Source: an optimization exercise on an open RTL-to-GDS flow (aim: small area, a short achievable clock period and few clock cycles). Production flows keep margins and buffers that such runs may drop. Function was checked by simulation only, so behaviour that the tests miss may differ from the original. Power and IR drop assume default switching activity.

`run.sh`:
```
#!/bin/bash
# synth_recipe.tcl (not shown) runs the flow's synth.tcl, then flattens the netlist and writes it again
# the make line also repeats each setting of config.mk as NAME=value (left out here)
make -C /OpenROAD-flow-scripts/flow DESIGN_CONFIG=/design/flow/config.mk WORK_HOME=/design/flow/orfs CLKGATE_MAP_FILE= SYNTH_SCRIPT=/design/flow/synth_recipe.tcl finish
```
`config.mk`:
```
export PLATFORM = sky130hd
export DESIGN_NAME = rank_order_encoder
export DESIGN_NICKNAME = rank_order_encoder
export VERILOG_FILES = /design/flow/design.v
export SDC_FILE = /design/flow/constraint.sdc
export NUM_CORES = 4
export LEC_CHECK = 0
export ABC_CLOCK_PERIOD_IN_PS = 4000
export CAP_MARGIN = 20
export CORE_MARGIN = 2
export CORE_UTILIZATION = 40
export SETUP_SLACK_MARGIN = 4.6
export SLEW_MARGIN = 20
```
`constraint.sdc`:
```
create_clock -name core_clock -period 9.0 [get_ports {CLK}]
set_input_delay 1.8000 -clock core_clock [delete_from_list [all_inputs] [get_ports {CLK}]]
set_output_delay 1.8000 -clock core_clock [all_outputs]
set_load 0.01 [all_outputs]
```
`design.v`:
```
package rank_order_encoder_pkg;
  localparam int unsigned IMAGE_SIZE     = 256;
  localparam int unsigned PIXEL_BITS     = 8;
  localparam int unsigned AXI_DATA_WIDTH = 32;
endpackage
module rank_order_img_buf (
  input  logic          clk,
  input  logic          we,
  input  logic [5:0]    waddr,
  input  logic [31:0]   wdata,
  output logic [2047:0] img
);
  always_ff @(posedge clk) begin
    for (int w = 0; w < 64; w++) begin
      if (we && (waddr == 6'(w))) img[w*32 +: 32] <= wdata;
    end
  end
endmodule
module rank_order_encoder (
  input  logic        CLK,
  input  logic        RST_N,
  input  logic [31:0] S_TDATA,
  input  logic        S_TVALID,
  output logic        S_TREADY,
  input  logic        S_TLAST,
  input  logic [7:0]  EVT_LIMIT,
  output logic [7:0]  AEROUT_ADDR,
  output logic        AEROUT_REQ,
  input  logic        AEROUT_ACK,
  output logic        BUSY,
  output logic        DONE,
  output logic        FRAME_ERR
);
  function automatic logic [9:0] find_low(input logic [255:0] v);
    logic [255:0]   val, mul;
    logic [2047:0]  idx;
    val = v;
    mul = '0;
    idx = '0;
    for (int l = 0; l < 8; l++) begin
      for (int i = 0; i < (128 >> l); i++) begin
        idx[i*8 +: 8] = val[2*i] ? idx[2*i*8 +: 8] : (idx[(2*i+1)*8 +: 8] | 8'(1 << l));
        mul[i]        = mul[2*i] | mul[2*i+1] | (val[2*i] & val[2*i+1]);
        val[i]        = val[2*i] | val[2*i+1];
      end
    end
    find_low = {mul[0], val[0], idx[7:0]};
  endfunction
  function automatic logic [8:0] find_high(input logic [255:0] v);
    logic [255:0]   val;
    logic [2047:0]  idx;
    val = v;
    idx = '0;
    for (int l = 0; l < 8; l++) begin
      for (int i = 0; i < (128 >> l); i++) begin
        idx[i*8 +: 8] = val[2*i+1] ? (idx[(2*i+1)*8 +: 8] | 8'(1 << l)) : idx[2*i*8 +: 8];
        val[i]        = val[2*i] | val[2*i+1];
      end
    end
    find_high = {val[0], idx[7:0]};
  endfunction
  function automatic logic [255:0] gt_mask(input logic [7:0] x);
    logic [15:0] hgt, heq, lgt;
    for (int j = 0; j < 16; j++) begin
      hgt[j] = 4'(j) > x[7:4];
      heq[j] = 4'(j) == x[7:4];
      lgt[j] = 4'(j) > x[3:0];
    end
    for (int i = 0; i < 256; i++) gt_mask[i] = hgt[i/16] | (heq[i/16] & lgt[i%16]);
  endfunction
  function automatic logic [255:0] lt_mask(input logic [7:0] x);
    logic [15:0] hlt, heq, llt;
    for (int j = 0; j < 16; j++) begin
      hlt[j] = 4'(j) < x[7:4];
      heq[j] = 4'(j) == x[7:4];
      llt[j] = 4'(j) < x[3:0];
    end
    for (int i = 0; i < 256; i++) lt_mask[i] = hlt[i/16] | (heq[i/16] & llt[i%16]);
  endfunction
  logic [5:0]   wcnt_q;      
  logic         busy_q;      
  logic         srch_q;      
  logic         init_q;      
  logic         top_q;       
  logic         mv_q;        
  logic         first_q;     
  logic         more_q;      
  logic         fin_q;       
  logic [7:0]   cur_q;       
  logic [7:0]   nxt_q;       
  logic         nv_q;        
  logic [7:0]   last_q;      
  logic [255:0] match_q;     
  logic [7:0]   rem_q;       
  logic [255:0] lvl_map_q;   
  logic         pend_q;      
  logic         armed_q;     
  logic [7:0]   addr_q;      
  logic         ferr_q;
  logic [2047:0] img;
  logic xfer, last_word, first_word;
  assign S_TREADY   = !busy_q || (fin_q && (wcnt_q != 6'd63));
  assign xfer       = S_TVALID && S_TREADY;
  assign last_word  = (wcnt_q == 6'd63);
  assign first_word = (wcnt_q == 6'd0);
  rank_order_img_buf u_img_buf (
    .clk   (CLK),
    .we    (xfer),
    .waddr (wcnt_q),
    .wdata (S_TDATA),
    .img   (img)
  );
  logic [255:0] hits;
  always_comb begin
    hits = '0;
    for (int k = 0; k < 4; k++) hits[S_TDATA[k*8 +: 8]] = 1'b1;
  end
  always_ff @(posedge CLK) begin
    lvl_map_q <= (lvl_map_q & {256{!(xfer && first_word)}}) | (hits & {256{xfer}});
  end
  logic [255:0] cand, lower, eqv;
  logic [9:0]   low_r;
  logic [8:0]   high_r;
  always_comb begin
    lower    = lvl_map_q & (lt_mask(cur_q) | {256{top_q}});
    lower[0] = 1'b0;
    high_r   = find_high(lower);
    cand     = match_q & (gt_mask(last_q) | {256{first_q}});
    low_r    = find_low(cand);
    for (int i = 0; i < 256; i++) eqv[i] = (img[i*8 +: 8] == nxt_q);
  end
  logic ack_ev, avail, take, step, run;
  assign ack_ev = pend_q && armed_q && AEROUT_ACK;
  assign avail  = !pend_q || ack_ev;
  assign run    = srch_q && !init_q;
  assign step   = run && (!mv_q || !more_q);             
  assign take   = run && mv_q && more_q && avail;        
  assign DONE = busy_q && fin_q && !pend_q && !AEROUT_ACK;
  always_ff @(posedge CLK) begin
    if (!RST_N) begin
      wcnt_q  <= '0;
      busy_q  <= 1'b0;
      srch_q  <= 1'b0;
      fin_q   <= 1'b0;
      pend_q  <= 1'b0;
      armed_q <= 1'b0;
      ferr_q  <= 1'b0;
    end else begin
      ferr_q <= 1'b0;
      if (xfer) begin
        if (S_TLAST && last_word) begin
          wcnt_q <= '0;
          busy_q <= 1'b1;
          srch_q <= 1'b1;
          fin_q  <= 1'b0;
        end else if (S_TLAST || last_word) begin
          wcnt_q <= '0;
          ferr_q <= 1'b1;
        end else begin
          wcnt_q <= wcnt_q + 6'd1;
        end
      end
      if (DONE) begin
        busy_q <= 1'b0;
        fin_q  <= 1'b0;
      end
      if ((step && !nv_q) || (take && (rem_q == 8'd1))) begin
        srch_q <= 1'b0;
        fin_q  <= 1'b1;
      end
      if (take) begin
        pend_q  <= 1'b1;
        armed_q <= 1'b0;
      end else if (ack_ev) begin
        pend_q  <= 1'b0;
        armed_q <= 1'b0;
      end else if (pend_q && !AEROUT_ACK) begin
        armed_q <= 1'b1;
      end
    end
  end
  always_ff @(posedge CLK) begin
    nxt_q  <= high_r[7:0];
    nv_q   <= high_r[8];
    init_q <= 1'b0;
    if (xfer && S_TLAST && last_word) begin
      init_q <= 1'b1;
      top_q  <= 1'b1;
      mv_q   <= 1'b0;
      rem_q  <= EVT_LIMIT;
    end
    if (step) begin
      match_q <= eqv;
      cur_q   <= nxt_q;
      top_q   <= 1'b0;
      mv_q    <= 1'b1;
      first_q <= 1'b1;
      more_q  <= 1'b1;                                   
    end
    if (take) begin
      addr_q  <= low_r[7:0];
      last_q  <= low_r[7:0];
      first_q <= 1'b0;
      more_q  <= low_r[9];
      if (rem_q != 8'd0) rem_q <= rem_q - 8'd1;
    end
  end
  assign AEROUT_REQ  = pend_q && !AEROUT_ACK;
  assign AEROUT_ADDR = addr_q;
  assign BUSY        = busy_q;
  assign FRAME_ERR   = ferr_q;
endmodule
```
==> results_dict.tcl <==
set metrics [dict create \
    fillerInstances 27400 \
    final_common_cell "edfxtp_1" \
    syn_nets 10200 \
    dieArea_um2 315000 \
    p_sw_uw 10700 \
    gp_congestion 1.12 \
    syn_inst 10100 \
    portBuffers 57 \
    worstPathArrival_ns 5.40 \
    worst_slack_ns 4.41 \
    p_leak_uw 0.0429 \
    critPathKind "in -> reg" \
    drive_above_1_share_pct 12.3 \
    pwr-share-clk_pct 34.9 \
    ys_seq_elements 2609 \
    final_cell_mix "edfxtp_1 (2321), xnor2_1 (2063), nand2_1 (620)" \
    drt-total-wl_mm 577 \
    setup_viol 0 \
    synth_flop_cell "edfxtp_1" \
    cts_hold_buf 0 \
    synthToLayoutAreaGrowth_pct 14.8 \
    cap_violations 0 \
    first_pass_iters 12 \
    synth-edff-count 2321 \
    start_util_pct 40.2 \
    cp.required_ns 9.81 \
    via_count 94100 \
    critPathMaxFanout 24 \
    grt_max_degree 110 \
    place_hpwl_mm 392 \
    grt_pass1_vias 87300 \
    yosys_warnings 2 \
    clock-sinks 2609 \
    grt_antenna_before_repair 78 \
    rsz0062_at_grt "true" \
    slew_headroom_pct 16.1 \
    yosys.area.top_type "edfxtp_1" \
    drc 0 \
    dp_slack_ns 2.61 \
    grt_pass1_wl_mm 769 \
    cts.clk_slew.worst_paths_ns 0.06 \
    cts_tree "built" \
    synthArstFlopShare_pct 0 \
    hold_class "reg -> reg" \
    grt_usage_pct 35.5 \
    rows 204 \
    synth.distinct_cells 109 \
    avgSynthCellArea_um2 12.3 \
    max_freq_ghz 0.218 \
    clock_path_buffers 4 \
    whs_ns 0.443 \
    io_pins 58 \
    cts_root_buf "clkbuf_16" \
    numCtsBuffers 291 \
    tns_ns 0 \
    synthesis.area_um2 124000 \
    seq_area_frac_synth_pct 60.7 \
    hold_viol_final 0 \
    synth_area_leaders "edfxtp_1 (56%), xnor2_1 (15%), dfxtp_1 (4.6%)" \
    core_area_um2 309000 \
    p_comb_share_pct 25.0 \
    switching_share_pct 31.5 \
    vias_per_cell 6.41 \
    netlist.area_leader.share_pct 56.0 \
    cp-end-kind "register" \
    die-height_um 562 \
    nNetsFinal 10400 \
    status "finished clean" \
    fin_worst_skew_ns 0.103 \
    intPower_uw 23200 \
    drt-initial-drc-count 15000 \
    drtAntennaViolNets 0 \
    die_w_um 562 \
    worst_pin_slew_ns 1.26 \
    finalCriticalPeriod_ns 4.59 \
    ir_drop_mv 0.240 \
    htreeDepth 5 \
    start_kind "primary input" \
    maxSlewViolCount 0 \
    p_seq_share_pct 40.1 \
    wire_per_inst_um 39.3 \
    clk_latency_ns 0.95 \
    power_density_nw_per_um2 238 \
    globalRouteOverflowTotal 0 \
    post-route-period-util_pct 51.0 \
]
repair_timing:
item,4_1_cts,5_1_grt
setup buffers,56,28
gates resized for setup,196,174
gates cloned,10,3
setup endpoints to repair,594,281
pin swaps,29,21
final cells by class:
class                           count  area, µm²  share of cell area, %
Timing Repair Buffer              507       4300                   3.01
Antenna cell                       23       57.6                 0.0403
Multi-Input combinational cell   6777      47900                   33.6
Tap cell                         4120       5150                   3.61
Clock inverter                    153       1690                   1.18
Inverter                          128        484                  0.339
Clock buffer                      361       7710                   5.40
Sequential cell                  2609      75500                   52.9
path summary, 6_finish.rpt:
check                           cells past startpoint     startpoint        endpoint  slack [ns]
worst min-delay path                                2  lvl_map_q[11]   lvl_map_q[11]        0.44
worst max register to register                     12      last_q[3]          more_q        4.42
worst min register to register                      2  lvl_map_q[11]   lvl_map_q[11]        0.44
worst max-delay path                               12    S_TDATA[24]  lvl_map_q[233]        4.41
worst max-delay path: stages:
cell	delay, ns
buf_4	0.08
buf_4	0.45
inv_1	0.16
ha_2	0.27
nor3_1	0.18
a21o_1	0.15
o2bb2ai_2	0.11
buf_4	0.29
nand2_1	0.22
nor3_1	0.92
a211oi_1	0.40
o21ai_0	0.23
per-layer routing:
layer  track usage, %  share of wire [%]
met5            0.226              0.039
met2             51.9                 42
met4             14.7                5.1
met1             49.1                 41
met3             10.6                 12
cell usage after synthesis (30+ instances only):
| cell | number |
|---|---|
| a21o_1 | 30 |
| o21ai_0 | 585 |
| xnor2_1 | 2065 |
| buf_1 | 148 |
| o22ai_1 | 308 |
| o21a_1 | 44 |
| o211ai_1 | 120 |
| clkbuf_1 | 382 |
| a21boi_0 | 31 |
| a22o_1 | 125 |
| nand4_1 | 547 |
| nor4_1 | 45 |
| edfxtp_1 | 2321 |
| dfxtp_1 | 288 |
| a32oi_1 | 43 |
| nor2_1 | 643 |
| a31oi_1 | 44 |
| nor2b_1 | 30 |
| nand2_1 | 659 |
| a222oi_1 | 54 |
| nor3_1 | 66 |
| and2_1 | 51 |
| a22oi_1 | 97 |
| a211oi_1 | 106 |
| nand2b_1 | 46 |
| o221ai_1 | 36 |
| and3_1 | 35 |
| nand3_1 | 122 |
| o31ai_1 | 50 |
| buf_2 | 67 |
| a221oi_1 | 84 |
| inv_1 | 126 |
| a21oi_1 | 171 |
state kept, by name, indices dropped and copies added (netlist names), 6 cells and up:
name and cells:
rem_q 8, lvl_map_q 255, last_q 8, nxt_q 8, match_q 256, wcnt_q 6, u_img_buf.img 2048, cur_q 8
power by group through the flow:
| stage | Clock [µW] | Sequential (µW) | Combinational, µW |
|---|---|---|---|
| floorplan | 0 | 13500 | 5990 |
| global placement | 0 | 13800 | 8210 |
| detailed placement | 0 | 13800 | 8390 |
| CTS | 12000 | 13600 | 8460 |
| global route | 12400 | 13600 | 8980 |
| finish | 11800 | 13600 | 8490 |
per-stage QoR:
| stage | total power, µW | instance area [µm²] | utilization [%] | cells |
|---|---|---|---|---|
| floorplan | 19500 | 125000 | - | 10100 |
| global placement | 22000 | 131000 | 42.4 | 14000 |
| detailed placement | 22200 | 131000 | 42.4 | 14000 |
| CTS | 34000 | 142000 | 45.9 | 14600 |
| global route | 35000 | 143000 | 46.2 | 14700 |
| finish | 33900 | 143000 | 46.2 | 14700 |
cells by family after synthesis:
family / after synthesis / synth area share (%)
adders and majority gates: 24 / 0.239
muxes: 4 / 0.0322
buffers and inverters: 745 / 2.40
and+or+nand+nor: 2432 / 9.73
AOI/OAI and AO/OA: 2226 / 12.3
xor gates and xnor gates: 2080 / 14.6
DFF: 2609 / 60.7
Testbench counts, summed over its fixed seeds: cycles 14,357.

==> re-timing with driven ports <==
The flow's constraints put no driver on any port. The routed layout listed below was extracted and timed again, unchanged, in two steps. Step 1 assumes that a clkbuf_16 drives the clock port and a buf_2 every other input. Step 2 times the ports against the registers' clock, not the clock port: input delays grow and output delays shrink by t, the midpoint of the rising clock arrivals with the driver on. Three values: ideal ports, drivers, drivers and shift; two values: the first two.
t, ns: 1.026
slack for setup (ns): 4.411 / 4.418 / 3.475
hold slack, ns: 0.443 / 0.443 / 0.443
worst setup path after step 2: input to register
worst register clock-pin slew, ns: 0.07 / 0.07
After both steps this run still meets setup and hold. For this run, drivers alone change the setup slack by +0.007 ns; drivers and shift together by -0.936 ns.
